What follows belongs to an exercise in optimizing a design on an open flow for small area, a short achievable clock period and few clock cycles; a production flow would make more cautious choices.

==> lagoon: inputs <==
// fc_layer_top
module fc_layer_top (
	input  logic                     clk,
	input  logic                     reset_n,
	input  logic                     i_run,       
	input  fc_ctrl_pkg::cnt_t        i_num_cnt,   
	input  fc_data_pkg::data_t       i_node,      
	input  fc_data_pkg::weight_vec_t i_weights,   
	output logic                     o_idle,
	output logic                     o_read,
	output logic                     o_write,
	output logic                     o_done,
	output fc_ctrl_pkg::mem_req_t    o_mem_req,
	output fc_data_pkg::result_vec_t o_results
);
==> module fc_layer_top, before the edit <==
module fc_layer_top (
	input  logic                     clk,
	input  logic                     reset_n,
	input  logic                     i_run,       
	input  fc_ctrl_pkg::cnt_t        i_num_cnt,   
	input  fc_data_pkg::data_t       i_node,      
	input  fc_data_pkg::weight_vec_t i_weights,   
	output logic                     o_idle,
	output logic                     o_read,
	output logic                     o_write,
	output logic                     o_done,
	output fc_ctrl_pkg::mem_req_t    o_mem_req,
	output fc_data_pkg::result_vec_t o_results
);
	logic              busy_q;      
	logic              ce_q;        
	logic              write_q;     
	logic              done_q;
	logic              dv_q;        
	logic              clr_q;       
	logic [3:0]        last_q;      
	fc_ctrl_pkg::cnt_t addr_q;      
	logic              start;
	logic              read_last;
	logic [8:0]                node_x;   
	logic [3:0]                         one, two, neg;
	logic [3:0]                         one_q, two_q, neg_q;
	logic [4*8-1:0] weights_q;
	logic [4*32-1:0]  results_flat;
	assign start     = i_run & ~busy_q;
	assign read_last = ce_q & (addr_q == '0);
	always_ff @(posedge clk or negedge reset_n) begin
		if (!reset_n) begin
			busy_q  <= 1'b0;
			ce_q    <= 1'b0;
			write_q <= 1'b0;
			done_q  <= 1'b0;
			dv_q    <= 1'b0;
			clr_q   <= 1'b0;
			last_q  <= '0;
		end else begin
			busy_q  <= start | (busy_q & ~done_q);
			ce_q    <= start | (ce_q & ~read_last);
			write_q <= start | (write_q & ~last_q[3]);
			done_q  <= last_q[3];
			dv_q    <= ce_q;
			clr_q   <= start;
			last_q  <= {last_q[2:0], read_last};
		end
	end
	always_ff @(posedge clk) begin
		if (!busy_q) begin
			addr_q <= i_num_cnt - fc_ctrl_pkg::cnt_t'(1);
		end else begin
			addr_q <= addr_q - fc_ctrl_pkg::cnt_t'(1);
		end
	end
	assign node_x = {dv_q ? i_node : '0, 1'b0};
	for (genvar i = 0; i < 4; i++) begin : g_booth
		assign one[i] = node_x[2*i] ^ node_x[2*i+1];
		assign two[i] = (node_x[2*i+2] & ~node_x[2*i+1] & ~node_x[2*i]) |
		                (~node_x[2*i+2] & node_x[2*i+1] & node_x[2*i]);
		assign neg[i] = node_x[2*i+2] & ~(node_x[2*i+1] & node_x[2*i]);
	end
	always_ff @(posedge clk) begin
		one_q     <= one;
		two_q     <= two;
		neg_q     <= neg;
		weights_q <= i_weights;
	end
	for (genvar g = 0; g < 4; g++) begin : g_lane
		fc_mac_core u_mac_core (
			.clk      (clk),
			.i_clear  (clr_q),
			.i_one    (one_q),
			.i_two    (two_q),
			.i_neg    (neg_q),
			.i_weight (weights_q[g*8 +: 8]),
			.o_acc    (results_flat[g*32 +: 32])
		);
	end
	assign o_mem_req.addr = addr_q;
	assign o_mem_req.ce   = ce_q;
	assign o_results      = results_flat;
	assign o_idle         = ~busy_q;
	assign o_read         = ce_q;
	assign o_write        = write_q;
	assign o_done         = done_q;
endmodule
Settings: LEC_CHECK=0, CAP_MARGIN=20, CORE_MARGIN=2, CORE_UTILIZATION=40, CTS_CLUSTER_DIAMETER=100, CTS_CLUSTER_SIZE=30, SETUP_SLACK_MARGIN=5.0, SLEW_MARGIN=20; clock period 8.0 ns.
standard.sh (not shown) runs the stock make flow with config.mk's settings and CLKGATE_MAP_FILE= SYNTH_SCRIPT=/design/flow/synth_recipe.tcl, a recipe that flattens the netlist after the stock synthesis.
==> flow/flow/run.sh <==
#!/bin/bash
# Standard layout (standard.sh, unchanged synthesis), with two changes:
# plain buffers on the ports instead of delay buffers, and timing repair
# aiming further below the clock period. The make output goes to make.log in
# the work folder; ORFS keeps each step's own log under orfs/logs/.
set -euo pipefail
cd "$(dirname "$0")/.."
bash standard.sh "BUFFER_PORTS_ARGS=-buffer_cell sky130_fd_sc_hd__buf_2" \
	SETUP_SLACK_MARGIN=5.4 finish > make.log 2>&1
==> pepper (differences from lagoon) <==
--- a/flow/design.v
+++ b/flow/design.v
@@ -380,3 +380,3 @@
 );
-	logic              busy_q;      
+	logic              idle_q;      
 	logic              ce_q;        
@@ -395,3 +395,3 @@
 	logic [4*32-1:0]  results_flat;
-	assign start     = i_run & ~busy_q;
+	assign start     = i_run & idle_q;
 	assign read_last = ce_q & (addr_q == '0);
@@ -399,3 +399,3 @@
 		if (!reset_n) begin
-			busy_q  <= 1'b0;
+			idle_q  <= 1'b1;
 			ce_q    <= 1'b0;
@@ -407,3 +407,3 @@
 		end else begin
-			busy_q  <= start | (busy_q & ~done_q);
+			idle_q  <= start ? 1'b0 : (idle_q | done_q);
 			ce_q    <= start | (ce_q & ~read_last);
@@ -417,3 +417,3 @@
 	always_ff @(posedge clk) begin
-		if (!busy_q) begin
+		if (idle_q) begin
 			addr_q <= i_num_cnt - fc_ctrl_pkg::cnt_t'(1);
@@ -450,3 +450,3 @@
 	assign o_results      = results_flat;
-	assign o_idle         = ~busy_q;
+	assign o_idle         = idle_q;
 	assign o_read         = ce_q;
==> flow/run.sh (new file) <==
#!/bin/bash
# synth_recipe.tcl (not shown) runs the flow's synth.tcl, then flattens the netlist and writes it again
# the make line also repeats each setting of config.mk as NAME=value (left out here)
make -C /OpenROAD-flow-scripts/flow DESIGN_CONFIG=/design/flow/config.mk WORK_HOME=/design/flow/orfs CLKGATE_MAP_FILE= SYNTH_SCRIPT=/design/flow/synth_recipe.tcl finish
--- a/flow/config.mk
+++ b/flow/config.mk
@@ -7,2 +7,3 @@
 export LEC_CHECK = 0
+export ABC_AREA = 1
 export CAP_MARGIN = 20
@@ -10,4 +11,2 @@
 export CORE_UTILIZATION = 40
-export CTS_CLUSTER_DIAMETER = 100
-export CTS_CLUSTER_SIZE = 30
 export SETUP_SLACK_MARGIN = 5.0
removed: flow/flow/run.sh
removed: flow/standard.sh
==> summary.txt <==
Final layout
  • Final nets: 2686

Synthesis
  • Post-Syn Area per Cell: 8.29 um^2

Timing
  • Worst setup margin: 5.01 ns
  • Worst Max-Slew Pin Slew: 1.09 ns

Global routing
  • Global-route usage over all layers: 0.188
  • Grt met1 use: 0.245

Placement
  • Worst slack at placement: around 4.6 ns

Run status
  • Status: complete, no violations

Die
  • Die Area: 46700 um^2
  • Chip width: approximately 220 um

Detailed routing
  • Met3 wire len: 2150 um
(the above is from pepper)
==> summary.txt <==
Detailed routing
  • Met3 wire len: 1720 um

Die
  • Die Area: ~45000 um^2

Placement
  • Worst slack at placement: 4.71 ns

Timing
  • Worst Max-Slew Pin Slew: 0.912 ns
  • Worst setup margin: approximately 5.1 ns

Global routing
  • Grt met1 use: 0.223
  • Global-route usage over all layers: 0.178

Run status
  • Status: complete, no violations

Final layout
  • Final nets: 2279
  • Multi-input logic area: between 10000 and 15000 um^2

Synthesis
  • Post-Syn Area per Cell: 10.1 um^2
(the above is from lagoon)
No functional check of the RTL was part of any run of this note.

==> what the ideal ports hide <==
Ports are ideal in the flow. The routed layouts listed here were re-timed in OpenROAD. Step 1 assumes that a clkbuf_16 drives the clock port and a buf_2 every other input. Step 2 adds t to the input delays and takes it off the output delays; t is the mean of the earliest and latest rising clock arrival at the registers after step 1. Input paths then give back, and output paths get back, about the clock's delay inside the block. a / b / c = ideal ports / drivers / drivers and shift; a / b = the first two.
run	t, ns	setup slack, ns	worst setup path at the end	clock arrival spread, ns
lagoon	0.578	5.072 / 5.072 / 4.996	input to register	0.037 / 0.037
pepper	0.590	5.008 / 4.953 / 4.591	input to register	0.016 / 0.016
After both steps every run listed still meets setup and hold. For pepper, which loses most, drivers alone change the setup slack by -0.055 ns; drivers and shift together by -0.417 ns.
